Background: an optimization exercise with open tools, aiming at small area, a short achievable clock period and few clock cycles per item. Do not read the settings as production practice.
No run shown here included a check of the RTL's function; only the layout flow was run.
Power is estimated from default activity; no workload was simulated.

===== flow/run.sh =====
#!/bin/bash
set -euo pipefail
MARGIN=6.0
PORT_BUF=sky130_fd_sc_hd__buf_2
CTS="-sink_clustering_enable -repair_clock_nets -sink_clustering_size 30 -sink_clustering_max_diameter 80 -buf_list {sky130_fd_sc_hd__clkbuf_8 sky130_fd_sc_hd__clkbuf_16} -dont_use_dummy_load"
bash standard.sh synth > synth.log 2>&1
bash standard.sh "SETUP_SLACK_MARGIN=$MARGIN" "BUFFER_PORTS_ARGS=-buffer_cell $PORT_BUF" "CTS_ARGS=$CTS" finish > layout.log 2>&1

===== standard.sh =====
#!/bin/bash
# synth_recipe.tcl (not shown) runs the flow's synth.tcl, then flattens the netlist and writes it again
# the make line also repeats each setting of config.mk as NAME=value (left out here)
make -C /OpenROAD-flow-scripts/flow DESIGN_CONFIG=/design/flow/config.mk WORK_HOME=/design/flow/orfs CLKGATE_MAP_FILE= SYNTH_SCRIPT=/design/flow/synth_recipe.tcl "${@:-finish}"

===== config.mk =====
export PLATFORM = sky130hd
export DESIGN_NAME = segmented_sum_top3_tracker
export DESIGN_NICKNAME = segmented_sum_top3_tracker
export VERILOG_FILES = /design/flow/design.v
export SDC_FILE = /design/flow/constraint.sdc
export NUM_CORES = 4
export LEC_CHECK = 0
export ABC_CLOCK_PERIOD_IN_PS = 3000
export CAP_MARGIN = 20
export CORE_MARGIN = 8
export CORE_UTILIZATION = 60
export PLACE_DENSITY = 0.72
export SLEW_MARGIN = 20

===== constraint.sdc =====
create_clock -name core_clock -period 9.0 [get_ports {clk_i}]
set_input_delay 1.8000 -clock core_clock [delete_from_list [all_inputs] [get_ports {clk_i}]]
set_output_delay 1.8000 -clock core_clock [all_outputs]
set_load 0.01 [all_outputs]

===== design.v =====
package sst3_pkg;
  localparam int unsigned CharWidth    = 8;
  localparam int unsigned LargestWidth = 32;
  localparam int unsigned TopSumWidth  = 34;
  localparam int unsigned DigitWidth   = 4;
  localparam logic [CharWidth-1:0] CharZero    = 8'h30;
  localparam logic [CharWidth-1:0] CharNine    = 8'h39;
  localparam logic [CharWidth-1:0] CharNewline = 8'h0A;
endpackage
module sst3_add #(
  parameter int unsigned W    = 32,
  parameter int unsigned ARCH = 0,
  parameter bit          LATE = 1'b0
) (
  input  logic [W-1:0] a_i,
  input  logic [W-1:0] b_i,
  input  logic         c_i,
  output logic [W-1:0] s_o,
  output logic         c_o
);
  localparam int unsigned L = (W <= 2) ? 1 : (W <= 4) ? 2 : (W <= 8) ? 3 : (W <= 16) ? 4 :
                              (W <= 32) ? 5 : (W <= 64) ? 6 : 7;
  logic [W-1:0] p, g0;
  logic [W-1:0] gg [L+1];
  logic [W-1:0] pp [L+1];
  logic [W:0]   c;
  assign p  = a_i ^ b_i;
  assign g0 = a_i & b_i;
  always_comb begin
    gg[0] = g0;
    pp[0] = p;
    if (!LATE) gg[0][0] = g0[0] | (p[0] & c_i);
    for (int l = 1; l <= L; l++) begin
      gg[l] = gg[l-1];
      pp[l] = pp[l-1];
    end
    if (ARCH == 0) begin
      for (int l = 0; l < L; l++) begin
        for (int i = 0; i < W; i++) begin
          if ((i >> l) & 1) begin
            gg[l+1][i] = gg[l][i] | (pp[l][i] & gg[l][((i >> l) << l) - 1]);
            pp[l+1][i] = pp[l][i] & pp[l][((i >> l) << l) - 1];
          end else begin
            gg[l+1][i] = gg[l][i];
            pp[l+1][i] = pp[l][i];
          end
        end
      end
    end else if (ARCH == 1) begin
      for (int l = 0; l < L; l++) begin
        for (int i = 0; i < W; i++) begin
          if (((i + 1) % (2 << l)) == 0) begin
            gg[L][i] = gg[L][i] | (pp[L][i] & gg[L][i - (1 << l)]);
            pp[L][i] = pp[L][i] & pp[L][i - (1 << l)];
          end
        end
      end
      for (int l = L - 2; l >= 0; l--) begin
        for (int i = 0; i < W; i++) begin
          if (((i + 1) % (2 << l)) == (1 << l) && i >= (2 << l)) begin
            gg[L][i] = gg[L][i] | (pp[L][i] & gg[L][i - (1 << l)]);
            pp[L][i] = pp[L][i] & pp[L][i - (1 << l)];
          end
        end
      end
    end else begin
      for (int i = 1; i < W; i++) begin
        gg[L][i] = gg[L][i] | (pp[L][i] & gg[L][i-1]);
      end
    end
  end
  always_comb begin
    c[0] = c_i;
    for (int i = 0; i < W; i++) c[i+1] = LATE ? (gg[L][i] | (pp[L][i] & c_i)) : gg[L][i];
  end
  assign s_o = p ^ c[W-1:0];
  assign c_o = c[W];
endmodule
module segmented_sum_top3_tracker #(
  parameter int unsigned SUM_WIDTH = 32,
  parameter int unsigned TOP_COUNT = 3
) (
  input  logic                    clk_i,
  input  logic                    rst_ni,
  input  logic                    in_valid_i,
  output logic                    in_ready_o,
  input  logic [sst3_pkg::CharWidth-1:0]    in_char_i,
  input  logic                    in_eoi_i,
  output logic                    out_valid_o,
  input  logic                    out_ready_i,
  output logic [sst3_pkg::LargestWidth-1:0] out_largest_o,
  output logic [sst3_pkg::TopSumWidth-1:0]  out_top3_o,
  output logic                    out_closed_o
);
  localparam int unsigned SW     = 32;
  localparam int unsigned ARCH_L = 0;
  localparam int unsigned ARCH_G = 0;
  localparam int unsigned ARCH_D = 0;
  localparam int unsigned ARCH_S = 0;
  function automatic logic gt_tree(input logic [SW-1:0] a, input logic [SW-1:0] b);
    logic [SW-1:0] g, t;
    g = a & ~b;
    t = a | ~b;
    for (int w = SW / 2; w >= 1; w = w / 2) begin
      for (int i = 0; i < w; i++) begin
        g[i] = g[2*i+1] | (t[2*i+1] & g[2*i]);
        t[i] = g[2*i+1] | (t[2*i+1] & t[2*i]);
      end
    end
    gt_tree = g[0];
  endfunction
  typedef struct packed {
    logic       eoi;
    logic       dig;
    logic       nl;
    logic [2:0] x;
    logic       y;
    logic       z;
  } byte_t;
  byte_t in_dec;
  assign in_dec.eoi = in_eoi_i;
  assign in_dec.dig = !in_eoi_i && (in_char_i[7:4] == 4'h3) && (!in_char_i[3] || (in_char_i[2:1] == 2'b00));
  assign in_dec.nl  = !in_eoi_i && (in_char_i == sst3_pkg::CharNewline);
  assign in_dec.x   = in_char_i[3] ? 3'b111 : in_char_i[2:0];
  assign in_dec.y   = in_char_i[3];
  assign in_dec.z   = in_char_i[3] && in_char_i[0];
  logic  adv;
  logic  v1, vs;
  logic  v2, c2, i2;
  logic  v3, c3, i3;
  logic  v4, c4;
  byte_t b1, bs;
  logic  acc;
  assign adv        = !v4 || out_ready_i;
  assign in_ready_o = !vs;
  assign acc        = in_valid_i && !vs;
  always_ff @(posedge clk_i or negedge rst_ni) begin
    if (!rst_ni) begin
      v1 <= 1'b0;
      vs <= 1'b0;
    end else begin
      if (adv || !v1) v1 <= vs || acc;
      vs <= !adv && (vs || (v1 && acc));
    end
  end
  always_ff @(posedge clk_i) begin
    if (adv || !v1) b1 <= vs ? bs : in_dec;
    if (!vs) bs <= in_dec;
  end
  logic [SW-1:0] line_q, group_q, group_in;
  logic          has_q, open_q;
  logic          a1;
  logic          line_end, close_grp, ins_grp;
  logic [SW-1:0] line_ten, line_sat;
  logic          line_ovf;
  logic [SW-1:0] group_add;
  logic          group_cy;
  logic          group_sat_q;
  logic [SW-1:0] group_val;
  assign a1        = adv && v1;
  assign line_end  = b1.nl || b1.eoi;
  assign close_grp = b1.eoi || (b1.nl && !has_q);
  assign ins_grp   = close_grp && (has_q || open_q);
  sst3_add #(.W(SW), .ARCH(ARCH_L)) u_line_add (
    .a_i({line_q[SW-4:0], b1.x}), .b_i({line_q[SW-2:0], b1.y}), .c_i(b1.z), .s_o(line_ten), .c_o()
  );
  assign line_ovf = gt_tree(line_q, 32'd429496729) || ((line_q == 32'd429496729) && b1.x[2] && b1.x[1]);
  assign line_sat = line_ovf ? '1 : line_ten;
  assign group_in = open_q ? group_q : '0;
  sst3_add #(.W(SW), .ARCH(ARCH_G)) u_group_add (
    .a_i(group_in), .b_i(line_q), .c_i(1'b0), .s_o(group_add), .c_o(group_cy)
  );
  assign group_val = group_q | {SW{group_sat_q}};
  always_ff @(posedge clk_i or negedge rst_ni) begin
    if (!rst_ni) begin
      line_q  <= '0;
      has_q   <= 1'b0;
      open_q  <= 1'b0;
      group_sat_q <= 1'b0;
    end else if (a1) begin
      if (b1.dig) begin
        line_q <= line_sat;
        has_q  <= 1'b1;
      end else if (line_end) begin
        line_q <= '0;
        has_q  <= 1'b0;
      end
      if (line_end && has_q) group_sat_q <= (open_q && group_sat_q) || group_cy;
      if (close_grp) open_q <= 1'b0;
      else if (line_end && has_q) open_q <= 1'b1;
    end
  end
  always_ff @(posedge clk_i) begin
    if (a1 && line_end && has_q) group_q <= group_add;
  end
  always_ff @(posedge clk_i or negedge rst_ni) begin
    if (!rst_ni) begin
      v2 <= 1'b0;
      c2 <= 1'b0;
      i2 <= 1'b0;
      v3 <= 1'b0;
      c3 <= 1'b0;
      i3 <= 1'b0;
      v4 <= 1'b0;
    end else if (adv) begin
      v2 <= v1;
      c2 <= v1 && close_grp;
      i2 <= v1 && ins_grp;
      v3 <= v2;
      c3 <= c2;
      i3 <= i2;
      v4 <= v3;
    end
  end
  always_ff @(posedge clk_i) begin
    if (adv) c4 <= c3;
  end
  logic [SW-1:0] top0_q, top1_q, top2_q;
  logic [SW+1:0] sum_q;
  logic [SW-1:0] diff_d, diff_q;
  logic          gt0_d, gt0_q, gt1_q, gt2_q;
  sst3_add #(.W(SW), .ARCH(ARCH_D)) u_diff_add (
    .a_i(group_val), .b_i(~top0_q), .c_i(1'b0), .s_o(diff_d), .c_o(gt0_d)
  );
  always_ff @(posedge clk_i) begin
    diff_q <= diff_d;
    gt0_q  <= gt0_d;
    gt1_q  <= gt_tree(group_val, top1_q);
    gt2_q  <= gt_tree(group_val, top2_q);
  end
  logic [SW+1:0] sum_new;
  sst3_add #(.W(SW+2), .ARCH(ARCH_S)) u_sum_add (
    .a_i(sum_q), .b_i({2'b00, diff_q}), .c_i(1'b1), .s_o(sum_new), .c_o()
  );
  always_ff @(posedge clk_i or negedge rst_ni) begin
    if (!rst_ni) begin
      top0_q <= '0;
      top1_q <= '0;
      top2_q <= '0;
      sum_q  <= '0;
    end else if (adv && i3 && gt0_q) begin
      top2_q <= gt2_q ? group_val : top2_q;
      top1_q <= gt2_q ? top2_q : (gt1_q ? group_val : top1_q);
      top0_q <= gt1_q ? top1_q : group_val;
      sum_q  <= sum_new;
    end
  end
  assign out_valid_o   = v4;
  assign out_largest_o = top2_q;
  assign out_top3_o    = sum_q;
  assign out_closed_o  = c4;
endmodule

==> impl_metrics.py, run 1 <==
metrics = {
    "run_status": {
        "outcome": "finished clean",
    },
    "power": {
        "vdd_ir_drop_max_mv": 0.246,
        "cellPowerDensity_nw_per_um2": 201,
        "power.leakage_nw": 8.66,
    },
    "clock_network": {
        "htree_levels": 1,
        "cts_made_buffers": 15,
        "cts_tree": "done",
        "clockBufferDepth": 3,
        "clk_transition_reported_paths_ns": 0.09,
        "cts-root-buf": "clkbuf_16",
        "clkLatencyLatePin_ns": 0.51,
        "cts_sinks": 258,
    },
    "route": {
        "wl_um": 37900,
        "wl_met1_um": 17000,
        "vias_per_cell": 5.80,
        "drc": 0,
        "drt_iter0_markers": 731,
        "firstDrtPassIters": 5,
        "wl_met3_um": 1700,
        "antenna_left": 0,
        "vias": 13200,
        "top_layer": "met4",
        "wl_met2_um": 17800,
        "routedWlPerCell_um": 16.6,
    },
    "cells_and_area": {
        "regArea_um2": 6470,
        "multi_input_area_um2": 9560,
        "nets": 2099,
        "final_cells": 2281,
        "antenna_cells": 0,
        "fillers": 2135,
        "drive_above_1_share": 0.169,
        "syn_to_final_growth_pct": 14.1,
    },
    "hold_path": {
        "hold_end": "c4",
        "hold_depth": 0,
        "hold_path.class": "reg2reg",
        "min_from": "c3",
    },
    "die": {
        "ioPinCount": 82,
        "coreArea_um2": 26700,
        "die_h_um": 180,
        "initial_utilization": 0.604,
        "die-area_um2": 32300,
        "row_count": 60,
        "die_w_um": 180,
    },
    "job": {
        "cap_violations": 0,
    },
    "synth": {
        "yosysUniqueCellTypes": 81,
        "synthMostInstantiatedCell": "nand2_1",
        "seq_area_frac_synth": 0.400,
        "synthSimpleGateAreaFrac": 0.151,
        "synth_xor_area_frac": 0.0495,
        "synth.largest_area_cell": "dfrtp_1",
        "netlist.area_leader.share": 0.270,
        "synth_top_family_by_area": "compound AO/OA/AOI/OAI gates",
        "yosysWarnings": 7,
        "synth_compound_area_frac": 0.219,
        "synth.area.top_cells": "dfrtp_1 (27%), ha_1 (9.6%), edfxtp_1 (7.6%)",
        "netlist_area_um2": 16100,
        "synthMuxAreaShare": 0.00404,
        "synthFlopType": "dfrtp_1",
        "synth_edf_count": 41,
        "synth_cells": 1844,
        "synthAdderAreaFrac": 0.129,
        "syn-num-nets": 2001,
        "syn_area_per_cell_um2": 8.73,
        "ys_top_cells_by_count": "nand2_1 (254), o21ai_0 (220), dfrtp_1 (174)",
        "ys_seq_elements": 258,
        "async_flop_share": 0.674,
    },
    "global_routing": {
        "grt_max_degree": 74,
        "grt_pass1_vias": 12600,
        "gr-total-overflow": 0,
        "track_usage": 0.223,
        "antenna_found_initial": 0,
        "grt_pass1_wl_um": 61600,
    },
    "worst_setup_path": {
        "ff2ff_path_depth": 12,
        "crit_slowest_cell": "dfrtp_4",
        "r2r_setup_slack_ns": 5.72,
        "regToRegEndpoint": "group_q[31]",
        "crit_fanout": 7,
        "end_kind": "flop",
        "r2r_start": "open_q",
        "worst_ep_arrival_time_ns": 3.52,
        "required_ns": 9.24,
        "crit_buf_inv": 1,
        "critPathTopFamily": "compound AO/OA/AOI/OAI gates",
        "worstSetupPathType": "reg2reg",
        "path_cells": "buf_6 > and2_4 > ha_4 > a21o_1 > a21o_1 > a221o_1 > a311oi_4 > o31ai_4 > a221o_1 > a22o_1 > nor2_2 > xnor2_1",
        "cp_slowest_stage_delay_ns": 0.55,
        "startpoint_type": "flop",
    },
    "timing": {
        "maxSlewHeadroom": 0.367,
        "fmax_mhz": 305,
        "final_max_slew_viol_count": 0,
        "setup_viol": 0,
        "final-hold-violation-count": 0,
        "min_period_ns": 3.28,
        "period_share": 0.365,
        "rsz0062_at_grt": "true",
        "worst_pin_slew_ns": 0.950,
        "setup_tns_ns": 0,
        "clock_skew_ns": 0.0622,
    },
    "placement": {
        "gp_congestion": 0.911,
        "place_inst": 2206,
        "dp_hpwl_um": 25900,
        "portBuffers": 81,
    },
}
==> worst max-delay path by stage <==
stage | startpoint | to | depth (start not counted) | slack [ns]
floorplan | out_ready_i | group_q[0] | 8 | 5.74
global placement | out_ready_i | top1_q[29] | 7 | 4.91
detailed placement | out_ready_i | top1_q[28] | 8 | 4.94
CTS | group_sat_q | gt0_q | 14 | 5.69
global route | group_sat_q | gt0_q | 15 | 5.62
finish | open_q | group_q[31] | 12 | 5.72
==> metrics by stage <==
stage                      util  hold slack (ns)  total power [mW]  setup slack [ns]  area, um2
after floorplan               -            0.412              2.50              5.74      16400
after global placement    0.633            0.427              2.75              4.91      16900
after detailed placement  0.634            0.444              2.80              4.94      16900
after CTS                 0.669            0.466              3.58              5.69      17800
after global routing      0.690            0.479              3.93              5.62      18400
final                     0.690            0.463              3.70              5.72      18400
==> layout by cell type (no fill, tap or decap), drive strengths merged, types with 41 or more instances in the layout <==
| master | synthesis | routed |
|---|---|---|
| a21oi | 153 | 153 |
| nand2 | 254 | 254 |
| nor2 | 133 | 133 |
| ha | 123 | 123 |
| inv | 127 | 126 |
| o21ai | 221 | 222 |
| dfrtp | 174 | 174 |
| a21o | 52 | 52 |
| edfxtp | 41 | 41 |
| a31oi | 45 | 45 |
| dfxtp | 43 | 43 |
| xnor2 | 57 | 57 |
| buf | 6 | 149 |
==> what timing repair did <==
item,CTS,global route
hold buffers,0,0
buffers inserted,31,25
gates resized for setup,74,94
setup endpoints to repair,245,118
cloned,3,1
pin swaps,36,52
==> flip-flops by register name (all words and copies together) (netlist names), 8 cells and up <==
| name | count |
|---|---|
| top2_q | 32 |
| b1 | 8 |
| line_q | 32 |
| sum_q | 34 |
| top0_q | 32 |
| group_q | 32 |
| bs | 8 |
| diff_q | 32 |
| top1_q | 32 |
==> area by class of cell <==
| class | count | area share |
|---|---|---|
| flip-flops and latches | 258 | 0.352 |
| clock buffers | 15 | 0.0204 |
| repair buffers | 150 | 0.0572 |
| repair inverters | 1 | 0.000408 |
| multi-input cells | 1388 | 0.520 |
| inverters | 128 | 0.0265 |
| well taps | 341 | 0.0232 |
==> logic make-up (layout without fill, tap and decap cells) <==
logic type | Yosys count | after routing
XOR/XNOR | 91 | 91
multiplexers | 6 | 6
buffers and inverters | 200 | 294
AO/OA/AOI/OAI | 588 | 589
AND/OR/NAND/NOR | 546 | 547
flip-flops | 258 | 258
adder cells (fa/ha/maj) | 155 | 155
==> power by group <==
part           total [mW]  internal [mW]  switching [mW]
Combinational        1.46          0.638           0.825
Clock               0.668          0.299           0.369
Sequential           1.57           1.37           0.204
Total                3.70           2.30            1.40
==> routing by layer <==
layer,global-route usage,up-vias
li1,-,6664
met1,0.289,6191
met2,0.377,300
met3,0.0315,68
met4,0.0774,0
met5,0,-
==> run 2: changes to the inputs <==
--- a/flow/run.sh
+++ b/flow/run.sh
@@ -1,6 +1,6 @@
 #!/bin/bash
 set -euo pipefail
-MARGIN=6.0
+MARGIN=5.8
 PORT_BUF=sky130_fd_sc_hd__buf_2
 CTS="-sink_clustering_enable -repair_clock_nets -sink_clustering_size 30 -sink_clustering_max_diameter 80 -buf_list {sky130_fd_sc_hd__clkbuf_8 sky130_fd_sc_hd__clkbuf_16} -dont_use_dummy_load"
 bash standard.sh synth > synth.log 2>&1
==> impl_metrics.py, run 2 <==
metrics = {
    "run_status": {
        "outcome": "finished clean",
    },
    "die": {
        "die_h_um": 180,
        "ioPinCount": 82,
        "die-area_um2": 32300,
        "die_w_um": 180,
        "initial_utilization": 0.604,
        "row_count": 60,
        "coreArea_um2": 26700,
    },
    "power": {
        "clockPowerShare": 0.185,
        "p_seq_frac": 0.434,
        "cellPowerDensity_nw_per_um2": 200,
        "vdd_ir_drop_max_mv": 0.236,
        "power_mw": 3.62,
        "p_int_mw": 2.26,
        "power.switching_mw": 1.35,
        "p_sw_frac": 0.374,
        "p_comb_frac": 0.381,
        "power.leakage_nw": 8.63,
    },
    "cells_and_area": {
        "largest_reg_flops": 34,
        "final_cell_mix": "nand2_1 (252), o21ai_0 (213), dfrtp_1 (171)",
        "nets": 2085,
        "regMostFlops": "sum_q",
        "final_common_cell": "nand2_1",
        "regArea_um2": 6450,
        "drive_above_1_share": 0.140,
        "syn_to_final_growth_pct": 12.6,
        "fin_area_um2": 18100,
        "antenna_cells": 0,
        "fillers": 2120,
        "multi_input_area_um2": 9390,
    },
    "global_routing": {
        "grt_max_degree": 73,
        "gr-total-overflow": 0,
        "track_usage": 0.222,
        "grt_pass1_vias": 12700,
        "antenna_found_initial": 0,
        "grt_pass1_wl_um": 61500,
    },
    "synth": {
        "syn-num-nets": 2001,
        "yosysWarnings": 7,
        "synthFlopType": "dfrtp_1",
        "yosysUniqueCellTypes": 81,
        "ys_top_cells_by_count": "nand2_1 (254), o21ai_0 (220), dfrtp_1 (174)",
        "synthMostInstantiatedCell": "nand2_1",
        "netlist.area_leader.share": 0.270,
        "async_flop_share": 0.674,
        "seq_area_frac_synth": 0.400,
        "netlist_area_um2": 16100,
        "synth.largest_area_cell": "dfrtp_1",
        "synth_cells": 1844,
        "synth.area.top_cells": "dfrtp_1 (27%), ha_1 (9.6%), edfxtp_1 (7.6%)",
        "syn_area_per_cell_um2": 8.73,
        "synth_edf_count": 41,
        "ys_seq_elements": 258,
    },
    "timing": {
        "whs_ns": 0.463,
        "rsz0062_at_grt": "true",
        "min_period_ns": 3.35,
        "worst_slack_ns": 5.65,
        "fmax_mhz": 299,
        "clock_skew_ns": 0.0333,
        "worst_pin_slew_ns": 0.954,
        "maxSlewHeadroom": 0.364,
        "period_share": 0.372,
        "final-hold-violation-count": 0,
        "setup_viol": 0,
        "final_max_slew_viol_count": 0,
        "setup_tns_ns": 0,
    },
    "worst_setup_path": {
        "end_kind": "flop",
        "crit_fanout": 9,
        "startpoint_type": "flop",
        "required_ns": 9.26,
        "worstSetupPathType": "reg2reg",
        "worst_ep_arrival_time_ns": 3.60,
    },
    "route": {
        "antenna_left": 0,
        "drc": 0,
        "routedWlPerCell_um": 16.5,
        "vias_per_cell": 5.77,
        "firstDrtPassIters": 5,
        "drt_iter0_markers": 836,
        "vias": 13100,
        "wl_um": 37500,
    },
    "job": {
        "cap_violations": 0,
    },
    "placement": {
        "placed_area_um2": 16900,
        "dp_hpwl_um": 26100,
        "portBuffers": 81,
        "dp_slack_ns": 4.89,
        "gp_congestion": 0.906,
    },
    "clock_network": {
        "cts_made_buffers": 15,
        "cts_tree": "done",
        "clk_transition_reported_paths_ns": 0.10,
        "cts-hold-fix-buffers": 0,
        "clockBufferDepth": 3,
        "cts_sinks": 258,
        "htree_levels": 1,
        "clkLatencyLatePin_ns": 0.49,
        "cts-root-buf": "clkbuf_16",
    },
    "hold_path": {
        "hold_path.class": "reg2reg",
    },
}
==> run 2: layer usage <==
layer | vias up | wire, um | track usage | part of all wire
li1 | 6617 | - | - | -
met1 | 6145 | 16800 | 0.284 | 0.45
met2 | 250 | 18000 | 0.382 | 0.48
met3 | 69 | 1390 | 0.0284 | 0.037
met4 | 0 | 1270 | 0.0797 | 0.034
met5 | - | 0 | 0 | 0
==> run 2: cell type report <==
type	count	area share
inverter	128	0.0267
timing repair buffer	138	0.0552
tap	341	0.0235
multi-input combinational	1387	0.518
sequential	258	0.356
clock buffer	15	0.0207
==> run 2: power by group through the flow <==
stage	Combinational, mW	Sequential [mW]	Clock (mW)
global placement	1.16	1.58	0
floorplan	0.985	1.50	0
finish	1.38	1.57	0.669
CTS	1.30	1.55	0.689
detailed placement	1.21	1.58	0
global route	1.53	1.59	0.719
==> run 2: worst max-delay path, stage by stage, from the launching register on <==
cell and delay [ns]:
dfrtp_4 0.56, buf_8 0.17, and2_1 0.18, ha_4 0.17
a21o_1 0.18, a21o_1 0.17, a221o_1 0.35, a311oi_4 0.37
o31ai_4 0.14, a221o_1 0.39, a22o_1 0.23, nor2_1 0.12
xnor2_1 0.07
==> run 2: logic make-up after synthesis <==
logic type,share of synthesized area
AND/OR/NAND/NOR,0.151
buffers and inverters,0.0476
adder cells (fa/ha/maj),0.129
multiplexers,0.00404
AO/OA/AOI/OAI,0.219
flip-flops,0.400
XOR/XNOR,0.0495
==> run 2: what timing repair did <==
item | in CTS | in global routing
resized for setup | 50 | 71
cloned | 1 | 3
endpoints found under the setup margin | 197 | 160
setup buffers | 20 | 20
pin swaps | 21 | 41
==> run 2: worst paths after layout <==
| check | start | end | slack [ns] | depth (start not counted) |
|---|---|---|---|---|
| worst min register to register | bs[5] | bs[5] | 0.46 | 2 |
| worst max-delay path | open_q | group_q[31] | 5.65 | 12 |
| min in group asynchronous | rst_ni | top0_q[31] | 1.31 | 1 |
| max in group asynchronous | rst_ni | line_q[4] | 6.18 | 3 |
| worst min-delay path | bs[5] | bs[5] | 0.46 | 2 |
| worst max register to register | open_q | group_q[31] | 5.65 | 12 |
==> run 2: stage by stage <==
step | util | cells
6_report | 0.680 | 2267
5_1_grt | 0.680 | 2267
4_1_cts | 0.660 | 2243
3_5_place_dp | 0.632 | 2207
3_3_place_gp | 0.631 | 2206
2_1_floorplan | - | 1844
==> run 3: changes to the inputs <==
--- a/design.v
+++ b/design.v
@@ -95,7 +95,6 @@
   localparam int unsigned SW     = 32;
   localparam int unsigned ARCH_L = 0;
   localparam int unsigned ARCH_G = 0;
-  localparam int unsigned ARCH_D = 0;
   localparam int unsigned ARCH_S = 0;
   function automatic logic gt_tree(input logic [SW-1:0] a, input logic [SW-1:0] b);
     logic [SW-1:0] g, t;
@@ -217,20 +216,20 @@
   end
   logic [SW-1:0] top0_q, top1_q, top2_q;
   logic [SW+1:0] sum_q;
-  logic [SW-1:0] diff_d, diff_q;
-  logic          gt0_d, gt0_q, gt1_q, gt2_q;
-  sst3_add #(.W(SW), .ARCH(ARCH_D)) u_diff_add (
-    .a_i(group_val), .b_i(~top0_q), .c_i(1'b0), .s_o(diff_d), .c_o(gt0_d)
-  );
-  always_ff @(posedge clk_i) begin
-    diff_q <= diff_d;
-    gt0_q  <= gt0_d;
-    gt1_q  <= gt_tree(group_val, top1_q);
-    gt2_q  <= gt_tree(group_val, top2_q);
-  end
-  logic [SW+1:0] sum_new;
+  logic          gt0_q, gt1_q, gt2_q;
+  always_ff @(posedge clk_i) begin
+    gt0_q <= gt_tree(group_val, top0_q);
+    gt1_q <= gt_tree(group_val, top1_q);
+    gt2_q <= gt_tree(group_val, top2_q);
+  end
+  logic [SW+1:0] s_x, s_y, s_z, s_sum, s_car, sum_new;
+  assign s_x   = sum_q;
+  assign s_y   = {2'b00, group_val};
+  assign s_z   = {2'b11, ~top0_q};
+  assign s_sum = s_x ^ s_y ^ s_z;
+  assign s_car = {(s_x[SW:0] & s_y[SW:0]) | (s_x[SW:0] & s_z[SW:0]) | (s_y[SW:0] & s_z[SW:0]), 1'b0};
   sst3_add #(.W(SW+2), .ARCH(ARCH_S)) u_sum_add (
-    .a_i(sum_q), .b_i({2'b00, diff_q}), .c_i(1'b1), .s_o(sum_new), .c_o()
+    .a_i(s_sum), .b_i(s_car), .c_i(1'b1), .s_o(sum_new), .c_o()
   );
   always_ff @(posedge clk_i or negedge rst_ni) begin
     if (!rst_ni) begin
--- a/flow/run.sh
+++ b/flow/run.sh
@@ -1,6 +1,6 @@
 #!/bin/bash
 set -euo pipefail
-MARGIN=5.8
+MARGIN=6.0
 PORT_BUF=sky130_fd_sc_hd__buf_2
 CTS="-sink_clustering_enable -repair_clock_nets -sink_clustering_size 30 -sink_clustering_max_diameter 80 -buf_list {sky130_fd_sc_hd__clkbuf_8 sky130_fd_sc_hd__clkbuf_16} -dont_use_dummy_load"
 bash standard.sh synth > synth.log 2>&1
==> impl_metrics.py, run 3 <==
metrics = {
    "cells_and_area": {
        "syn_to_final_growth_pct": 17.8,
        "fillers": 2016,
        "nets": 2036,
        "drive_above_1_share": 0.198,
        "final_cell_mix": "nand2_1 (236), o21ai_0 (195), dfrtp_1 (164)",
        "final_common_cell": "nand2_1",
        "antenna_cells": 0,
        "largest_reg_flops": 34,
        "regMostFlops": "sum_q",
    },
    "clock_network": {
        "cts-hold-fix-buffers": 0,
        "clkLatencyLatePin_ns": 0.52,
        "clk_transition_reported_paths_ns": 0.10,
        "cts_made_buffers": 15,
        "cts-root-buf": "clkbuf_16",
        "cts_tree": "done",
        "htree_levels": 1,
        "cts_sinks": 226,
        "clockBufferDepth": 3,
    },
    "die": {
        "coreArea_um2": 25700,
        "die-area_um2": 31300,
        "die_w_um": 177,
        "row_count": 59,
        "initial_utilization": 0.604,
        "die_h_um": 177,
        "ioPinCount": 82,
    },
    "worst_setup_path": {
        "crit_fanout": 6,
        "end_kind": "flop",
        "path_cells": "buf_12 > nor2_4 > inv_2 > fa_1 > ha_4 > a21o_1 > a21o_1 > a21o_1 > a311o_1 > a31oi_4 > o31ai_4 > a221oi_4 > o21ai_2 > fa_2 > xnor2_2 > nand2_1 > xnor2_1",
        "critPathTopFamily": "compound AO/OA/AOI/OAI gates",
        "startpoint_type": "flop",
        "path_depth": 17,
        "required_ns": 9.36,
        "crit_buf_inv": 2,
        "crit_top_cell": "a21o_1",
        "crit_slowest_cell": "dfrtp_4",
        "cp_slowest_stage_delay_ns": 0.56,
        "worst_ep_arrival_time_ns": 4.50,
        "worstSetupPathType": "reg2reg",
        "ff2ff_path_depth": 17,
    },
    "global_routing": {
        "gr-total-overflow": 0,
        "grt_pass1_vias": 12900,
        "track_usage": 0.260,
        "grt_pass1_wl_um": 66800,
        "grt_max_degree": 76,
        "antenna_found_initial": 0,
    },
    "timing": {
        "worst_slack_ns": 4.86,
        "clock_skew_ns": 0.0710,
        "setup_tns_ns": 0,
        "maxSlewHeadroom": 0.493,
        "final_max_slew_viol_count": 0,
        "fmax_mhz": 242,
        "setup_viol": 0,
        "rsz0062_at_grt": "true",
        "worst_pin_slew_ns": 0.761,
        "min_period_ns": 4.14,
        "final-hold-violation-count": 0,
        "period_share": 0.460,
    },
    "synth": {
        "netlist.area_leader.share": 0.281,
        "yosysWarnings": 7,
        "ys_top_cells_by_count": "nand2_1 (241), o21ai_0 (206), dfrtp_1 (174)",
        "yosysUniqueCellTypes": 83,
        "synthMostInstantiatedCell": "nand2_1",
        "netlist_area_um2": 15500,
        "ys_seq_elements": 226,
        "syn_area_per_cell_um2": 8.76,
        "async_flop_share": 0.770,
        "synth_cells": 1770,
        "synth.largest_area_cell": "dfrtp_1",
        "synthFlopType": "dfrtp_1",
        "synth.area.top_cells": "dfrtp_1 (28%), edfxtp_1 (7.9%), ha_1 (7.3%)",
        "seq_area_frac_synth": 0.374,
        "syn-num-nets": 1922,
        "synth_edf_count": 41,
    },
    "placement": {
        "dp_hpwl_um": 27500,
        "portBuffers": 81,
        "gp_congestion": 0.884,
        "dp_slack_ns": 4.06,
    },
    "route": {
        "routedWlPerCell_um": 19.0,
        "firstDrtPassIters": 5,
        "antenna_left": 0,
        "drt_iter0_markers": 1301,
        "vias_per_cell": 6.06,
        "wl_um": 42000,
        "drc": 0,
        "vias": 13400,
    },
    "run_status": {
        "outcome": "finished clean",
    },
    "hold_path": {
        "hold_depth": 0,
        "hold_path.class": "reg2reg",
    },
    "power": {
        "cellPowerDensity_nw_per_um2": 217,
        "power.leakage_nw": 8.27,
        "vdd_ir_drop_max_mv": 0.177,
    },
    "job": {
        "cap_violations": 0,
    },
}
-- run 3: changes by cell type after synthesis, moves of 14 or more --
cell,previous run,this run
fa_1,21,49
nor2_1,132,111
a21o_1,52,38
o21ai_0,220,206
ha_1,123,90
xnor2_1,57,41
o21ai_1,1,23
dfxtp_1,43,11
-- run 3: final timing paths --
check	from	to	slack (ns)
setup reg to reg	group_sat_q	sum_q[33]	4.86
max in group asynchronous	rst_ni	vs	6.60
setup / recovery	group_sat_q	sum_q[33]	4.86
min in group asynchronous	rst_ni	sum_q[3]	1.25
hold reg to reg	c3	c4	0.46
hold / removal	c3	c4	0.46
-- run 3: final cells by class --
cell class,instances,area [um2],share of cell area
tap,335,419,0.0229
clock buffer,15,375,0.0206
inverter,128,480,0.0263
multi-input combinational,1344,9850,0.539
sequential,226,5820,0.319
timing repair buffer,169,1320,0.0721
-- run 3: logic make-up (layout without fill, tap and decap cells) --
| group | Yosys count | count (layout) | share of synthesized area |
|---|---|---|---|
| AO/OA/AOI/OAI | 587 | 588 | 0.232 |
| XOR/XNOR | 70 | 70 | 0.0395 |
| adder cells (fa/ha/maj) | 163 | 163 | 0.152 |
| buffers and inverters | 205 | 312 | 0.0508 |
| flip-flops | 226 | 226 | 0.374 |
| multiplexers | 4 | 4 | 0.00274 |
| AND/OR/NAND/NOR | 515 | 519 | 0.149 |
-- run 3: metrics by stage --
stage                     hold WS [ns]  power [mW]  cells  utilization  instance area, um2
after floorplan                  0.412        2.61   1770            -               15900
after global placement           0.428        2.89   2127        0.637               16400
after detailed placement         0.439        2.96   2127        0.637               16400
after CTS                        0.459        3.82   2190        0.686               17600
after global routing             0.486        4.23   2217        0.711               18300
final                            0.457        3.97   2217        0.711               18300
-- run 3: power breakdown --
part	switching, mW	internal [mW]	leakage (nW)	total [mW]
Combinational	1.09	0.830	5.40	1.92
Sequential	0.205	1.21	2.69	1.41
Clock	0.344	0.298	0.185	0.642
Total	1.63	2.34	8.27	3.97
-- run 3: per-layer routing --
metal  track usage  vias to the layer above  part of all wire
li1              -                     6491                 -
met4        0.0862                        0             0.028
met5             0                        -                 0
met1         0.357                     6429              0.44
met3        0.0322                       66             0.058
met2         0.423                      443              0.47
-- run 3: what timing repair did --
action,in CTS,in global routing
endpoints found under the setup margin,207,99
cloned,6,4
hold endpoints to repair,0,0
pin swaps,49,53
buffers inserted,42,23
gates resized for setup,98,88
==> run 4: changes to the inputs <==
--- a/design.v
+++ b/design.v
@@ -112,17 +112,13 @@
     logic       eoi;
     logic       dig;
     logic       nl;
-    logic [2:0] x;
-    logic       y;
-    logic       z;
+    logic [3:0] d;
   } byte_t;
   byte_t in_dec;
   assign in_dec.eoi = in_eoi_i;
   assign in_dec.dig = !in_eoi_i && (in_char_i[7:4] == 4'h3) && (!in_char_i[3] || (in_char_i[2:1] == 2'b00));
   assign in_dec.nl  = !in_eoi_i && (in_char_i == sst3_pkg::CharNewline);
-  assign in_dec.x   = in_char_i[3] ? 3'b111 : in_char_i[2:0];
-  assign in_dec.y   = in_char_i[3];
-  assign in_dec.z   = in_char_i[3] && in_char_i[0];
+  assign in_dec.d   = in_char_i[3:0];
   logic  adv;
   logic  v1, vs;
   logic  v2, c2, i2;
@@ -146,51 +142,59 @@
     if (adv || !v1) b1 <= vs ? bs : in_dec;
     if (!vs) bs <= in_dec;
   end
-  logic [SW-1:0] line_q, group_q, group_in;
+  logic [SW-1:0] line_q, group_q;
+  logic          line_sat_q, group_sat_q;
   logic          has_q, open_q;
   logic          a1;
   logic          line_end, close_grp, ins_grp;
-  logic [SW-1:0] line_ten, line_sat;
+  logic [SW-1:0] line_val, line_ten;
   logic          line_ovf;
-  logic [SW-1:0] group_add;
-  logic          group_cy;
-  logic          group_sat_q;
-  logic [SW-1:0] group_val;
+  logic [4:0]    line_lo;
+  logic [SW-5:0] line_hi;
+  logic [SW-1:0] group_val, add_a, add_b, add_s;
+  logic          add_c;
+  logic [SW-1:0] top0_q, top1_q, top2_q;
   assign a1        = adv && v1;
   assign line_end  = b1.nl || b1.eoi;
   assign close_grp = b1.eoi || (b1.nl && !has_q);
   assign ins_grp   = close_grp && (has_q || open_q);
-  sst3_add #(.W(SW), .ARCH(ARCH_L)) u_line_add (
-    .a_i({line_q[SW-4:0], b1.x}), .b_i({line_q[SW-2:0], b1.y}), .c_i(b1.z), .s_o(line_ten), .c_o()
+  assign line_lo = {1'b0, line_q[0], 3'b000} + {1'b0, line_q[2:0], 1'b0} + {1'b0, b1.d};
+  sst3_add #(.W(SW-4), .ARCH(ARCH_L), .LATE(1'b1)) u_line_add (
+    .a_i(line_q[SW-4:1]), .b_i(line_q[SW-2:3]), .c_i(line_lo[4]), .s_o(line_hi), .c_o()
   );
-  assign line_ovf = gt_tree(line_q, 32'd429496729) || ((line_q == 32'd429496729) && b1.x[2] && b1.x[1]);
-  assign line_sat = line_ovf ? '1 : line_ten;
-  assign group_in = open_q ? group_q : '0;
+  assign line_ten = {line_hi, line_lo[3:0]};
+  assign line_ovf = gt_tree(line_q, 32'd429496729) || ((line_q == 32'd429496729) && (b1.d > 4'd5));
+  assign line_val = line_q | {SW{line_sat_q}};
+  assign group_val = group_q | {SW{group_sat_q}};
+  assign add_a = i2 ? group_val : (open_q ? group_q : '0);
+  assign add_b = i2 ? ~top0_q : line_val;
   sst3_add #(.W(SW), .ARCH(ARCH_G)) u_group_add (
-    .a_i(group_in), .b_i(line_q), .c_i(1'b0), .s_o(group_add), .c_o(group_cy)
+    .a_i(add_a), .b_i(add_b), .c_i(1'b0), .s_o(add_s), .c_o(add_c)
   );
-  assign group_val = group_q | {SW{group_sat_q}};
-  always_ff @(posedge clk_i or negedge rst_ni) begin
-    if (!rst_ni) begin
-      line_q  <= '0;
-      has_q   <= 1'b0;
-      open_q  <= 1'b0;
+  always_ff @(posedge clk_i or negedge rst_ni) begin
+    if (!rst_ni) begin
+      line_q      <= '0;
+      line_sat_q  <= 1'b0;
+      has_q       <= 1'b0;
+      open_q      <= 1'b0;
       group_sat_q <= 1'b0;
     end else if (a1) begin
       if (b1.dig) begin
-        line_q <= line_sat;
-        has_q  <= 1'b1;
+        line_q     <= line_ten;
+        line_sat_q <= line_sat_q || line_ovf;
+        has_q      <= 1'b1;
       end else if (line_end) begin
-        line_q <= '0;
-        has_q  <= 1'b0;
-      end
-      if (line_end && has_q) group_sat_q <= (open_q && group_sat_q) || group_cy;
+        line_q     <= '0;
+        line_sat_q <= 1'b0;
+        has_q      <= 1'b0;
+      end
+      if (line_end && has_q) group_sat_q <= (open_q && group_sat_q) || add_c;
       if (close_grp) open_q <= 1'b0;
       else if (line_end && has_q) open_q <= 1'b1;
     end
   end
   always_ff @(posedge clk_i) begin
-    if (a1 && line_end && has_q) group_q <= group_add;
+    if (a1 && line_end && has_q) group_q <= add_s;
   end
   always_ff @(posedge clk_i or negedge rst_ni) begin
     if (!rst_ni) begin
@@ -214,22 +218,20 @@
   always_ff @(posedge clk_i) begin
     if (adv) c4 <= c3;
   end
-  logic [SW-1:0] top0_q, top1_q, top2_q;
   logic [SW+1:0] sum_q;
+  logic [SW-1:0] diff_q;
   logic          gt0_q, gt1_q, gt2_q;
   always_ff @(posedge clk_i) begin
-    gt0_q <= gt_tree(group_val, top0_q);
+    if (adv) begin
+      diff_q <= add_s;
+      gt0_q  <= add_c;
+    end
     gt1_q <= gt_tree(group_val, top1_q);
     gt2_q <= gt_tree(group_val, top2_q);
   end
-  logic [SW+1:0] s_x, s_y, s_z, s_sum, s_car, sum_new;
-  assign s_x   = sum_q;
-  assign s_y   = {2'b00, group_val};
-  assign s_z   = {2'b11, ~top0_q};
-  assign s_sum = s_x ^ s_y ^ s_z;
-  assign s_car = {(s_x[SW:0] & s_y[SW:0]) | (s_x[SW:0] & s_z[SW:0]) | (s_y[SW:0] & s_z[SW:0]), 1'b0};
+  logic [SW+1:0] sum_new;
   sst3_add #(.W(SW+2), .ARCH(ARCH_S)) u_sum_add (
-    .a_i(s_sum), .b_i(s_car), .c_i(1'b1), .s_o(sum_new), .c_o()
+    .a_i(sum_q), .b_i({2'b00, diff_q}), .c_i(1'b1), .s_o(sum_new), .c_o()
   );
   always_ff @(posedge clk_i or negedge rst_ni) begin
     if (!rst_ni) begin
--- a/config.mk
+++ b/config.mk
@@ -8,6 +8,5 @@
 export ABC_CLOCK_PERIOD_IN_PS = 3000
 export CAP_MARGIN = 20
 export CORE_MARGIN = 8
-export CORE_UTILIZATION = 60
-export PLACE_DENSITY = 0.72
+export CORE_UTILIZATION = 40
 export SLEW_MARGIN = 20
==> impl_metrics.py, run 4 <==
metrics = {
    "synth": {
        "yosysUniqueCellTypes": 82,
        "syn_area_per_cell_um2": 8.90,
        "yosysWarnings": 10,
        "netlist_area_um2": 15700,
        "ys_seq_elements": 257,
        "synthMostInstantiatedCell": "nand2_1",
        "syn-num-nets": 1881,
        "synth.largest_area_cell": "dfrtp_1",
        "synth_edf_count": 73,
        "synth_cells": 1762,
        "netlist.area_leader.share": 0.279,
        "seq_area_frac_synth": 0.431,
        "synthFlopType": "dfrtp_1",
        "synth.area.top_cells": "dfrtp_1 (28%), edfxtp_1 (14%), ha_1 (7.4%)",
        "ys_top_cells_by_count": "nand2_1 (231), nor2_1 (191), o21ai_0 (182)",
        "async_flop_share": 0.681,
    },
    "timing": {
        "worst_slack_ns": 5.37,
        "maxSlewHeadroom": 0.328,
        "final-hold-violation-count": 0,
        "final_max_slew_viol_count": 0,
        "setup_tns_ns": 0,
        "fmax_mhz": 276,
        "worst_pin_slew_ns": 1.00,
        "period_share": 0.403,
        "setup_viol": 0,
        "whs_ns": 0.452,
        "min_period_ns": 3.63,
        "rsz0062_at_grt": "true",
        "clock_skew_ns": 0.0531,
    },
    "cells_and_area": {
        "regMostFlops": "sum_q",
        "final_cell_mix": "nand2_1 (226), nor2_1 (170), o21ai_0 (164)",
        "antenna_cells": 0,
        "final_common_cell": "nand2_1",
        "final_util": 0.489,
        "syn_to_final_growth_pct": 20.5,
        "nets": 1998,
        "largest_reg_flops": 34,
        "drive_above_1_share": 0.206,
    },
    "worst_setup_path": {
        "worst_ep_arrival_time_ns": 3.91,
        "cp_slowest_stage_delay_ns": 0.43,
        "critPathTopFamily": "compound AO/OA/AOI/OAI gates",
        "crit_slowest_cell": "dfrtp_2",
        "crit_fanout": 24,
        "required_ns": 9.28,
        "crit_buf_inv": 4,
        "path_cells": "buf_12 > or2_4 > nor2_1 > a21oi_1 > ha_1 > a21o_1 > a21o_1 > a221oi_2 > o21a_2 > buf_4 > o41a_1 > buf_6 > nor2b_2 > nor2_2 > xnor2_2 > buf_4",
        "worstSetupPathType": "reg2reg",
        "startpoint_type": "flop",
        "end_kind": "flop",
    },
    "die": {
        "row_count": 72,
        "initial_utilization": 0.406,
        "die-area_um2": 45800,
        "coreArea_um2": 38600,
        "die_w_um": 214,
        "ioPinCount": 82,
        "die_h_um": 214,
    },
    "placement": {
        "portBuffers": 81,
        "gp_congestion": 0.858,
        "dp_slack_ns": 4.35,
        "dp_hpwl_um": 30800,
    },
    "global_routing": {
        "track_usage": 0.199,
        "grt_pass1_vias": 13300,
        "antenna_found_initial": 1,
        "gr-total-overflow": 0,
        "grt_max_degree": 123,
        "grt_pass1_wl_um": 74800,
    },
    "route": {
        "wl_um": 47900,
        "vias": 13600,
        "firstDrtPassIters": 5,
        "antenna_left": 0,
        "drc": 0,
        "routedWlPerCell_um": 20.0,
        "drt_iter0_markers": 1160,
        "vias_per_cell": 5.67,
    },
    "clock_network": {
        "clkLatencyLatePin_ns": 0.54,
        "clockBufferDepth": 3,
        "cts_made_buffers": 19,
        "cts_sinks": 257,
        "htree_levels": 1,
        "cts-hold-fix-buffers": 0,
        "cts-root-buf": "clkbuf_16",
        "cts_tree": "done",
        "clk_transition_reported_paths_ns": 0.08,
    },
    "power": {
        "power.leakage_nw": 8.22,
        "cellPowerDensity_nw_per_um2": 294,
        "vdd_ir_drop_max_mv": 0.123,
    },
    "run_status": {
        "outcome": "finished clean",
    },
    "job": {
        "cap_violations": 0,
    },
    "hold_path": {
        "hold_path.class": "reg2reg",
    },
}
## run 4: routing by layer
metal	GRT usage	share of wire	up-vias
met5	0	0	-
met4	0.0723	0.035	0
met3	0.0293	0.049	81
met2	0.340	0.49	323
met1	0.254	0.43	6636
li1	-	-	6538
## run 4: power by group
part	internal, mW	leakage (nW)	switching [mW]
clock	0.375	0.234	0.410
combinational	1.18	4.85	1.60
sequential	1.63	3.14	0.364
total	3.19	8.22	2.37
## run 4: stage by stage
| step | power (mW) | instance area (um2) | cells |
|---|---|---|---|
| floorplan | 3.48 | 15900 | 1762 |
| global placement | 4.22 | 16700 | 2295 |
| detailed placement | 4.28 | 16700 | 2295 |
| CTS | 5.38 | 18300 | 2375 |
| global route | 5.94 | 18900 | 2395 |
| finish | 5.56 | 18900 | 2395 |
## run 4: what timing repair did
item                                   in CTS  in global routing
buffers inserted                           51                 19
pin swaps                                  60                 52
gates resized for setup                   135                101
endpoints found under the hold margin       0                  0
cloned                                     10                  1
setup endpoints to repair                 274                141
## run 4: worst paths after layout
| path | from | to | cells past startpoint | slack (ns) |
|---|---|---|---|---|
| worst max-delay path | i2 | diff_q[21] | 16 | 5.37 |
| worst min-delay path | c3 | c4 | 0 | 0.45 |
| worst max register to register | i2 | diff_q[21] | 16 | 5.37 |
| worst min register to register | c3 | c4 | 0 | 0.45 |
| max in group asynchronous | rst_ni | top1_q[16] | 2 | 6.36 |
| min in group asynchronous | rst_ni | sum_q[2] | 1 | 1.34 |
## run 4: kinds of logic after synthesis
group,after synthesis,synth area share
buffers and inverters,155,0.0371
XOR/XNOR,57,0.0318
AO/OA/AOI/OAI,586,0.231
AND/OR/NAND/NOR,574,0.161
flip-flops,257,0.431
adder cells (fa/ha/maj),122,0.101
multiplexers,11,0.00758
## run 4: final cells by class
cell class                      count  area (um2)
Inverter                           80         304
Fill cell                        3574       19800
Multi-Input combinational cell   1357        9400
Sequential cell                   257        6790
Clock buffer                       19         475
Timing Repair Buffer              164        1270
Tap cell                          518         648
## run 4: worst register-to-register path, delay by kind of cell (launching register included)
family | cells | cell delay (ns)
adders and majority gates | 1 | 0.29
DFF | 1 | 0.43
AOI/OAI and AO/OA | 6 | 1.16
and+or+nand+nor | 4 | 0.83
buffers and inverters | 4 | 0.61
xor gates and xnor gates | 1 | 0.09
==> run 5: changes to the inputs <==
--- a/design.v
+++ b/design.v
@@ -18,8 +18,7 @@
   output logic [W-1:0] s_o,
   output logic         c_o
 );
-  localparam int unsigned L = (W <= 2) ? 1 : (W <= 4) ? 2 : (W <= 8) ? 3 : (W <= 16) ? 4 :
-                              (W <= 32) ? 5 : (W <= 64) ? 6 : 7;
+  localparam int unsigned L = $clog2(W);
   logic [W-1:0] p, g0;
   logic [W-1:0] gg [L+1];
   logic [W-1:0] pp [L+1];
==> flow/run.sh (replaced) <==
#!/bin/bash
set -euo pipefail
MARGIN=${MARGIN:-5.6}
bash standard.sh synth > synth.log 2>&1
bash standard.sh SETUP_SLACK_MARGIN=$MARGIN finish > layout.log 2>&1
--- a/config.mk
+++ b/config.mk
@@ -9,4 +9,5 @@
 export CAP_MARGIN = 20
 export CORE_MARGIN = 8
 export CORE_UTILIZATION = 40
+export CTS_BUF_LIST = sky130_fd_sc_hd__clkbuf_4 sky130_fd_sc_hd__clkbuf_8
 export SLEW_MARGIN = 20
==> impl_metrics.py, run 5 <==
metrics = {
    "worst_setup_path": {
        "critPathTopFamily": "simple AND/OR/NAND/NOR gates",
        "crit_fanout": 7,
        "crit_top_cell": "buf_6",
        "crit_slowest_cell": "dfrtp_4",
        "crit_buf_inv": 4,
        "worstSetupPathType": "reg2reg",
        "path_cells": "buf_12 > or2_4 > buf_6 > nor2_4 > a21oi_2 > ha_1 > o21ai_2 > nor2_1 > nand2_1 > o21a_2 > buf_6 > o41a_1 > nor2b_1 > nor2_2 > xnor2_2 > buf_4",
        "worst_ep_arrival_time_ns": 3.92,
        "cp_slowest_stage_delay_ns": 0.50,
        "startpoint_type": "flop",
        "required_ns": 9.33,
        "end_kind": "flop",
    },
    "die": {
        "die-area_um2": 45800,
        "initial_utilization": 0.406,
        "die_h_um": 214,
        "die_w_um": 214,
        "ioPinCount": 82,
        "coreArea_um2": 38600,
        "row_count": 72,
    },
    "cells_and_area": {
        "largest_reg_flops": 34,
        "drive_above_1_share": 0.162,
        "antenna_cells": 0,
        "regMostFlops": "sum_q",
        "final_cells": 2455,
        "final_cell_mix": "nand2_1 (229), o21ai_0 (176), nor2_1 (175)",
        "syn_to_final_growth_pct": 22.2,
        "nets": 2017,
        "final_common_cell": "nand2_1",
    },
    "clock_network": {
        "htree_levels": 2,
        "clockBufferDepth": 3,
        "clk_transition_reported_paths_ns": 0.06,
        "clkLatencyLatePin_ns": 0.59,
        "cts_made_buffers": 48,
        "cts-root-buf": "clkbuf_8",
        "cts_tree": "done",
        "cts-hold-fix-buffers": 0,
        "cts_sinks": 257,
    },
    "synth": {
        "ys_seq_elements": 257,
        "synth.area.top_cells": "dfrtp_1 (28%), edfxtp_1 (14%), ha_1 (7.4%)",
        "async_flop_share": 0.681,
        "netlist.area_leader.share": 0.279,
        "syn-num-nets": 1881,
        "netlist_area_um2": 15700,
        "synthFlopType": "dfrtp_1",
        "yosysWarnings": 10,
        "synth.largest_area_cell": "dfrtp_1",
        "seq_area_frac_synth": 0.431,
        "synthMostInstantiatedCell": "nand2_1",
        "syn_area_per_cell_um2": 8.90,
        "ys_top_cells_by_count": "nand2_1 (231), nor2_1 (191), o21ai_0 (182)",
        "synth_cells": 1762,
        "yosysUniqueCellTypes": 82,
        "synth_edf_count": 73,
    },
    "route": {
        "vias_per_cell": 5.52,
        "drc": 0,
        "firstDrtPassIters": 6,
        "wl_um": 45300,
        "routedWlPerCell_um": 18.4,
        "antenna_left": 0,
        "vias": 13600,
        "drt_iter0_markers": 963,
    },
    "global_routing": {
        "grt_pass1_vias": 13300,
        "grt_max_degree": 123,
        "track_usage": 0.194,
        "gr-total-overflow": 0,
        "antenna_found_initial": 0,
        "grt_pass1_wl_um": 73000,
    },
    "run_status": {
        "outcome": "finished clean",
    },
    "placement": {
        "portBuffers": 81,
        "dp_hpwl_um": 30500,
        "place_inst": 2295,
        "gp_congestion": 0.860,
    },
    "timing": {
        "whs_ns": 0.461,
        "worst_pin_slew_ns": 0.869,
        "clock_skew_ns": 0.0372,
        "setup_viol": 0,
        "min_period_ns": 3.59,
        "final-hold-violation-count": 0,
        "period_share": 0.398,
        "final_max_slew_viol_count": 0,
        "maxSlewHeadroom": 0.421,
        "fmax_mhz": 279,
        "rsz0062_at_grt": "true",
        "setup_tns_ns": 0,
    },
    "job": {
        "cap_violations": 0,
    },
    "hold_path": {
        "hold_path.class": "reg2reg",
    },
    "power": {
        "cellPowerDensity_nw_per_um2": 305,
        "power.leakage_nw": 8.45,
        "vdd_ir_drop_max_mv": 0.109,
    },
}
[run 5: cell count changes in the layout (fill, tap and decap cells not counted), sizes merged, moves of 2 or more]
cell           change
buf               -88
clkbuf            +55
clkdlybuf4s50     +40
clkinv            +12
clkinvlp           +2
dlygate4sd2       +37
dlymetal6s2s       +3
[run 5: per-stage QoR]
stage | cell area, um2 | utilization | setup slack (ns) | power (mW)
6_report | 19200 | 0.496 | 5.41 | 5.85
5_1_grt | 19200 | 0.496 | 5.33 | 6.26
4_1_cts | 18700 | 0.485 | 5.39 | 5.77
3_5_place_dp | 17000 | 0.440 | 3.87 | 4.38
3_3_place_gp | 17000 | 0.440 | 4.08 | 4.33
2_1_floorplan | 15800 | - | 5.57 | 3.46
[run 5: worst paths after layout]
kind / start / endpoint / slack (ns) / depth (start not counted)
max: i2 / diff_q[21] / 5.41 / 16
min: c3 / c4 / 0.46 / 0
max reg2reg: i2 / diff_q[21] / 5.41 / 16
min reg2reg: c3 / c4 / 0.46 / 0
max in group asynchronous: rst_ni / i2 / 6.37 / 2
min in group asynchronous: rst_ni / sum_q[2] / 1.29 / 1
[run 5: power by group]
part	switching (mW)	internal (mW)	leakage [nW]	total [mW]
clock network	0.517	0.662	0.536	1.18
registers	0.344	1.63	3.14	1.97
logic	1.53	1.17	4.78	2.70
total	2.39	3.46	8.45	5.85
[run 5: cells by family (layout without fill, tap and decap cells)]
group,count (synthesis),after routing,synth area share
buffers and inverters,155,323,0.0371
DFF,257,257,0.431
adders and majority gates,122,122,0.101
and+or+nand+nor,574,581,0.161
muxes,11,11,0.00758
xor gates and xnor gates,57,57,0.0318
AOI/OAI and AO/OA,586,586,0.231
[run 5: cell type report]
class,count,area [um2]
Timing Repair Buffer,154,1460
Inverter,80,307
Clock buffer,75,938
Tap cell,518,648
Clock inverter,14,68.8
Fill cell,3587,19500
Sequential cell,257,6790
Multi-Input combinational cell,1357,8940
[run 5: timing repair]
action                                  4_1_cts  5_1_grt
setup buffers                                48       15
gates resized for setup                     135       59
cloned                                        8        0
pin swaps                                    25       46
endpoints found under the setup margin      292      172
[run 5: per-layer routing]
layer / vias up / GRT usage / routed length (um)
met3: 92 / 0.0339 / 2310
met5: - / 0 / 0
li1: 6627 / - / -
met1: 6486 / 0.249 / 19900
met4: 0 / 0.0647 / 1450
met2: 347 / 0.326 / 21700
==> run 6: changes to the inputs <==
--- a/design.v
+++ b/design.v
@@ -18,7 +18,8 @@
   output logic [W-1:0] s_o,
   output logic         c_o
 );
-  localparam int unsigned L = $clog2(W);
+  localparam int unsigned L = (W <= 2) ? 1 : (W <= 4) ? 2 : (W <= 8) ? 3 : (W <= 16) ? 4 :
+                              (W <= 32) ? 5 : (W <= 64) ? 6 : 7;
   logic [W-1:0] p, g0;
   logic [W-1:0] gg [L+1];
   logic [W-1:0] pp [L+1];
@@ -94,6 +95,7 @@
   localparam int unsigned SW     = 32;
   localparam int unsigned ARCH_L = 0;
   localparam int unsigned ARCH_G = 0;
+  localparam int unsigned ARCH_D = 0;
   localparam int unsigned ARCH_S = 0;
   function automatic logic gt_tree(input logic [SW-1:0] a, input logic [SW-1:0] b);
     logic [SW-1:0] g, t;
@@ -150,7 +152,7 @@
   logic          line_ovf;
   logic [4:0]    line_lo;
   logic [SW-5:0] line_hi;
-  logic [SW-1:0] group_val, add_a, add_b, add_s;
+  logic [SW-1:0] group_val, add_a, add_s;
   logic          add_c;
   logic [SW-1:0] top0_q, top1_q, top2_q;
   assign a1        = adv && v1;
@@ -165,10 +167,9 @@
   assign line_ovf = gt_tree(line_q, 32'd429496729) || ((line_q == 32'd429496729) && (b1.d > 4'd5));
   assign line_val = line_q | {SW{line_sat_q}};
   assign group_val = group_q | {SW{group_sat_q}};
-  assign add_a = i2 ? group_val : (open_q ? group_q : '0);
-  assign add_b = i2 ? ~top0_q : line_val;
+  assign add_a = open_q ? group_q : '0;
   sst3_add #(.W(SW), .ARCH(ARCH_G)) u_group_add (
-    .a_i(add_a), .b_i(add_b), .c_i(1'b0), .s_o(add_s), .c_o(add_c)
+    .a_i(add_a), .b_i(line_val), .c_i(1'b0), .s_o(add_s), .c_o(add_c)
   );
   always_ff @(posedge clk_i or negedge rst_ni) begin
     if (!rst_ni) begin
@@ -218,13 +219,14 @@
     if (adv) c4 <= c3;
   end
   logic [SW+1:0] sum_q;
-  logic [SW-1:0] diff_q;
-  logic          gt0_q, gt1_q, gt2_q;
-  always_ff @(posedge clk_i) begin
-    if (adv) begin
-      diff_q <= add_s;
-      gt0_q  <= add_c;
-    end
+  logic [SW-1:0] diff_d, diff_q;
+  logic          gt0_d, gt0_q, gt1_q, gt2_q;
+  sst3_add #(.W(SW), .ARCH(ARCH_D)) u_diff_add (
+    .a_i(group_val), .b_i(~top0_q), .c_i(1'b0), .s_o(diff_d), .c_o(gt0_d)
+  );
+  always_ff @(posedge clk_i) begin
+    diff_q <= diff_d;
+    gt0_q  <= gt0_d;
     gt1_q <= gt_tree(group_val, top1_q);
     gt2_q <= gt_tree(group_val, top2_q);
   end
==> flow/run.sh (replaced) <==
#!/bin/bash
set -euo pipefail
MARGIN=6.0
PORT_BUF=sky130_fd_sc_hd__buf_2
CTS="-sink_clustering_enable -repair_clock_nets -sink_clustering_size 30 -sink_clustering_max_diameter 80 -buf_list {sky130_fd_sc_hd__clkbuf_8 sky130_fd_sc_hd__clkbuf_16} -dont_use_dummy_load"
bash standard.sh synth > synth.log 2>&1
bash standard.sh "SETUP_SLACK_MARGIN=$MARGIN" "BUFFER_PORTS_ARGS=-buffer_cell $PORT_BUF" "CTS_ARGS=$CTS" finish > layout.log 2>&1
--- a/config.mk
+++ b/config.mk
@@ -9,5 +9,4 @@
 export CAP_MARGIN = 20
 export CORE_MARGIN = 8
 export CORE_UTILIZATION = 40
-export CTS_BUF_LIST = sky130_fd_sc_hd__clkbuf_4 sky130_fd_sc_hd__clkbuf_8
 export SLEW_MARGIN = 20
==> impl_metrics.py, run 6 <==
metrics = {
    "power": {
        "vdd_ir_drop_max_mv": 0.111,
        "cellPowerDensity_nw_per_um2": 156,
        "power.switching_uw": 973,
        "p_sw_frac": 0.321,
        "power.leakage_nw": 9.10,
        "p_seq_frac": 0.459,
        "clockPowerShare": 0.264,
        "p_comb_frac": 0.276,
        "p_int_mw": 2.06,
    },
    "global_routing": {
        "track_usage": 0.165,
        "grt_max_degree": 75,
        "grt_pass1_wl_um": 65200,
        "grt_util_met1": 0.216,
        "gr-total-overflow": 0,
        "top_usage_layer": "met2",
        "use_met3": 0.0178,
        "antenna_found_initial": 0,
        "grt_pass1_vias": 12800,
        "grtUsageMet2": 0.280,
    },
    "cells_and_area": {
        "largest_reg_flops": 34,
        "final_common_cell": "nand2_1",
        "multi_input_area_um2": 9810,
        "nets": 2151,
        "regArea_um2": 6460,
        "regMostFlops": "sum_q",
        "antenna_cells": 0,
        "final_cell_mix": "nand2_1 (252), o21ai_0 (208), dfrtp_1 (152)",
        "drive_above_1_share": 0.222,
        "fillers": 3693,
        "syn_to_final_growth_pct": 21.3,
    },
    "worst_setup_path": {
        "crit_top_cell": "o211ai_1",
        "worstSetupPathType": "reg2reg",
        "crit_slowest_cell": "fa_1",
        "end_kind": "flop",
        "required_ns": 9.40,
        "crit_fanout": 4,
        "regToRegEndpoint": "line_q[31]",
        "worst_ep_arrival_time_ns": 3.84,
        "r2r_setup_slack_ns": 5.56,
        "critPathTopFamily": "compound AO/OA/AOI/OAI gates",
        "startpoint_type": "flop",
        "r2r_start": "line_q[0]",
        "cp_slowest_stage_delay_ns": 0.47,
        "crit_buf_inv": 2,
        "path_cells": "inv_2 > fa_1 > inv_1 > fa_2 > xor2_2 > o31a_1 > o211ai_1 > a31oi_2 > o21ai_4 > a21oi_4 > o211ai_1 > a41oi_2 > xnor2_1 > a22o_1",
        "ff2ff_path_depth": 14,
    },
    "timing": {
        "final-hold-violation-count": 0,
        "period_share": 0.382,
        "clock_skew_ns": 0.0473,
        "whs_ns": 0.451,
        "setup_tns_ns": 0,
        "min_period_ns": 3.44,
        "final_max_slew_viol_count": 0,
        "fmax_mhz": 291,
        "maxSlewHeadroom": 0.319,
        "setup_viol": 0,
        "worst_pin_slew_ns": 1.02,
        "rsz0062_at_grt": "true",
    },
    "synth": {
        "yosysWarnings": 10,
        "synthFlopType": "dfrtp_1",
        "yosysUniqueCellTypes": 74,
        "synth.largest_area_cell": "dfrtp_1",
        "seq_area_frac_synth": 0.401,
        "synth_edf_count": 40,
        "async_flop_share": 0.681,
        "syn-num-nets": 1995,
        "synth.area.top_cells": "dfrtp_1 (27%), ha_1 (9.7%), edfxtp_1 (7.5%)",
        "synth_cells": 1840,
        "ys_seq_elements": 257,
        "syn_area_per_cell_um2": 8.71,
        "ys_top_cells_by_count": "nand2_1 (259), o21ai_0 (236), dfrtp_1 (175)",
        "netlist.area_leader.share": 0.273,
        "netlist_area_um2": 16000,
        "synthMostInstantiatedCell": "nand2_1",
    },
    "clock_network": {
        "clk_transition_reported_paths_ns": 0.08,
        "cts_sinks": 257,
        "cts-root-buf": "clkbuf_16",
        "clkLatencyLatePin_ns": 0.54,
        "clockBufferDepth": 3,
        "cts_made_buffers": 20,
        "htree_levels": 1,
        "cts_tree": "done",
    },
    "die": {
        "die_h_um": 216,
        "coreArea_um2": 39600,
        "row_count": 73,
        "ioPinCount": 82,
        "die-area_um2": 46700,
        "die_w_um": 216,
        "initial_utilization": 0.404,
    },
    "route": {
        "wl_um": 40300,
        "vias_per_cell": 5.25,
        "drc": 0,
        "drt_iter0_markers": 785,
        "firstDrtPassIters": 5,
        "routedWlPerCell_um": 16.0,
        "vias": 13200,
        "antenna_left": 0,
    },
    "hold_path": {
        "min_from": "c3",
        "hold_end": "c4",
        "hold_path.class": "reg2reg",
        "hold_depth": 0,
    },
    "job": {
        "cap_violations": 0,
    },
    "placement": {
        "portBuffers": 81,
        "gp_congestion": 0.857,
        "dp_hpwl_um": 26600,
    },
    "run_status": {
        "outcome": "finished clean",
    },
}
[run 6: changes by cell type in the layout (fill, tap and decap cells not counted), moves of 24 or more]
cell,previous run,this run
a21oi_1,156,107
clkbuf_8,61,1
edfxtp_1,73,40
nor2_1,175,103
or2_2,8,32
o21a_1,44,10
dlygate4sd2_1,37,0
o21ai_0,176,208
inv_1,74,117
buf_2,0,80
clkdlybuf4s50_1,40,0
and2_1,5,36
dfxtp_1,7,40
[run 6: stage by stage]
step / setup slack [ns] / total power [mW] / area [um2] / instances / util
6_report: 5.56 / 3.03 / 19400 / 2519 / 0.490
5_1_grt: 5.34 / 3.22 / 19400 / 2519 / 0.490
4_1_cts: 5.44 / 3.01 / 18600 / 2467 / 0.470
3_5_place_dp: 4.44 / 2.12 / 17100 / 2388 / 0.431
3_3_place_gp: 4.64 / 2.10 / 17100 / 2388 / 0.431
2_1_floorplan: 5.54 / 1.94 / 16200 / 1840 / -
[run 6: worst max path at each step]
stage	startpoint	end	slack, ns	depth (start not counted)
2_1_floorplan	group_sat_q	gt0_q	5.54	18
3_3_place_gp	out_ready_i	top2_q[29]	4.64	7
3_5_place_dp	out_ready_i	top2_q[27]	4.44	7
4_1_cts	group_sat_q	gt0_q	5.44	15
5_1_grt	line_q[2]	line_q[31]	5.34	14
6_report	line_q[0]	line_q[31]	5.56	14
[run 6: cells by family (layout without fill, tap and decap cells)]
group	after synthesis	in the layout	share of synthesized area
AOI/OAI and AO/OA	552	552	0.206
xor gates and xnor gates	93	93	0.0508
adders and majority gates	154	154	0.127
buffers and inverters	190	342	0.0446
DFF	257	257	0.401
muxes	8	8	0.00555
and+or+nand+nor	586	588	0.166
[run 6: final cells by class]
class                           instances  area share
Multi-Input combinational cell       1395       0.505
Sequential cell                       257       0.332
Clock buffer                           20      0.0257
Inverter                              124      0.0241
Timing Repair Buffer                  198      0.0795
Tap cell                              525      0.0338
[run 6: routing by layer]
metal / up-vias / wire (um)
li1: 6738 / -
met1: 6182 / 18500
met2: 252 / 19100
met3: 65 / 1390
met4: 0 / 1290
met5: - / 0
[run 6: power groups by stage]
| stage | combinational (mW) | clock [mW] | sequential [mW] |
|---|---|---|---|
| final | 0.838 | 0.802 | 1.39 |
| after global routing | 0.938 | 0.871 | 1.41 |
| after CTS | 0.784 | 0.832 | 1.39 |
| after detailed placement | 0.691 | 0 | 1.43 |
| after global placement | 0.672 | 0 | 1.43 |
| after floorplan | 0.554 | 0 | 1.38 |
[run 6: repair_timing]
action,4_1_cts,5_1_grt
gates cloned,5,1
setup buffers,54,51
endpoints found under the setup margin,315,171
hold buffers,0,0
pin swaps,47,64
resized for setup,126,117
[run 6: worst reg2reg max path, cell delays in order, from the launching register on]
cell      delay, ns
dfrtp_2        0.41
inv_2          0.04
fa_1           0.47
inv_1          0.05
fa_2           0.34
xor2_2         0.15
o31a_1         0.26
o211ai_1       0.27
a31oi_2        0.19
o21ai_4        0.24
a21oi_4        0.08
o211ai_1       0.27
a41oi_2        0.17
xnor2_1        0.15
a22o_1         0.21

## re-timing with driven ports
How much do the figures lean on ideal ports? The routed layouts below were timed once more, with nothing changed but the port constraints. Step 1: set_driving_cell puts a clkbuf_16 on clk_i and a buf_2 on each other input, an assumption about the parent block. Step 2 moves the port delays by t, midway between the first and last clock arrival at a register: inputs arrive t later, outputs are due t later. That takes back most of the time a late clock gives input paths. Three values: no drivers, after step 1, after step 2; two values: the first two.
run	t, ns	slack for setup (ns)	clock arrival spread, ns	slew at the worst register clock pin (ns)	worst data-port slew with drivers (ns)
run 1	0.530	5.719 / 5.719 / 5.617	0.063 / 0.064	0.11 / 0.11	0.04
run 2	0.530	5.655 / 5.655 / 5.408	0.034 / 0.033	0.10 / 0.10	0.04
run 3	0.537	4.860 / 4.860 / 4.860	0.074 / 0.074	0.11 / 0.11	0.04
run 4	0.569	5.373 / 5.373 / 5.373	0.053 / 0.053	0.10 / 0.10	0.04
run 5	0.625	5.414 / 5.414 / 5.103	0.038 / 0.037	0.06 / 0.06	0.04
run 6	0.559	5.561 / 5.561 / 5.507	0.062 / 0.062	0.10 / 0.10	0.04
After both steps setup and hold are still met in every run listed. For run 5, which loses most, drivers alone change the setup slack by 0.000 ns; drivers and shift together by -0.311 ns.
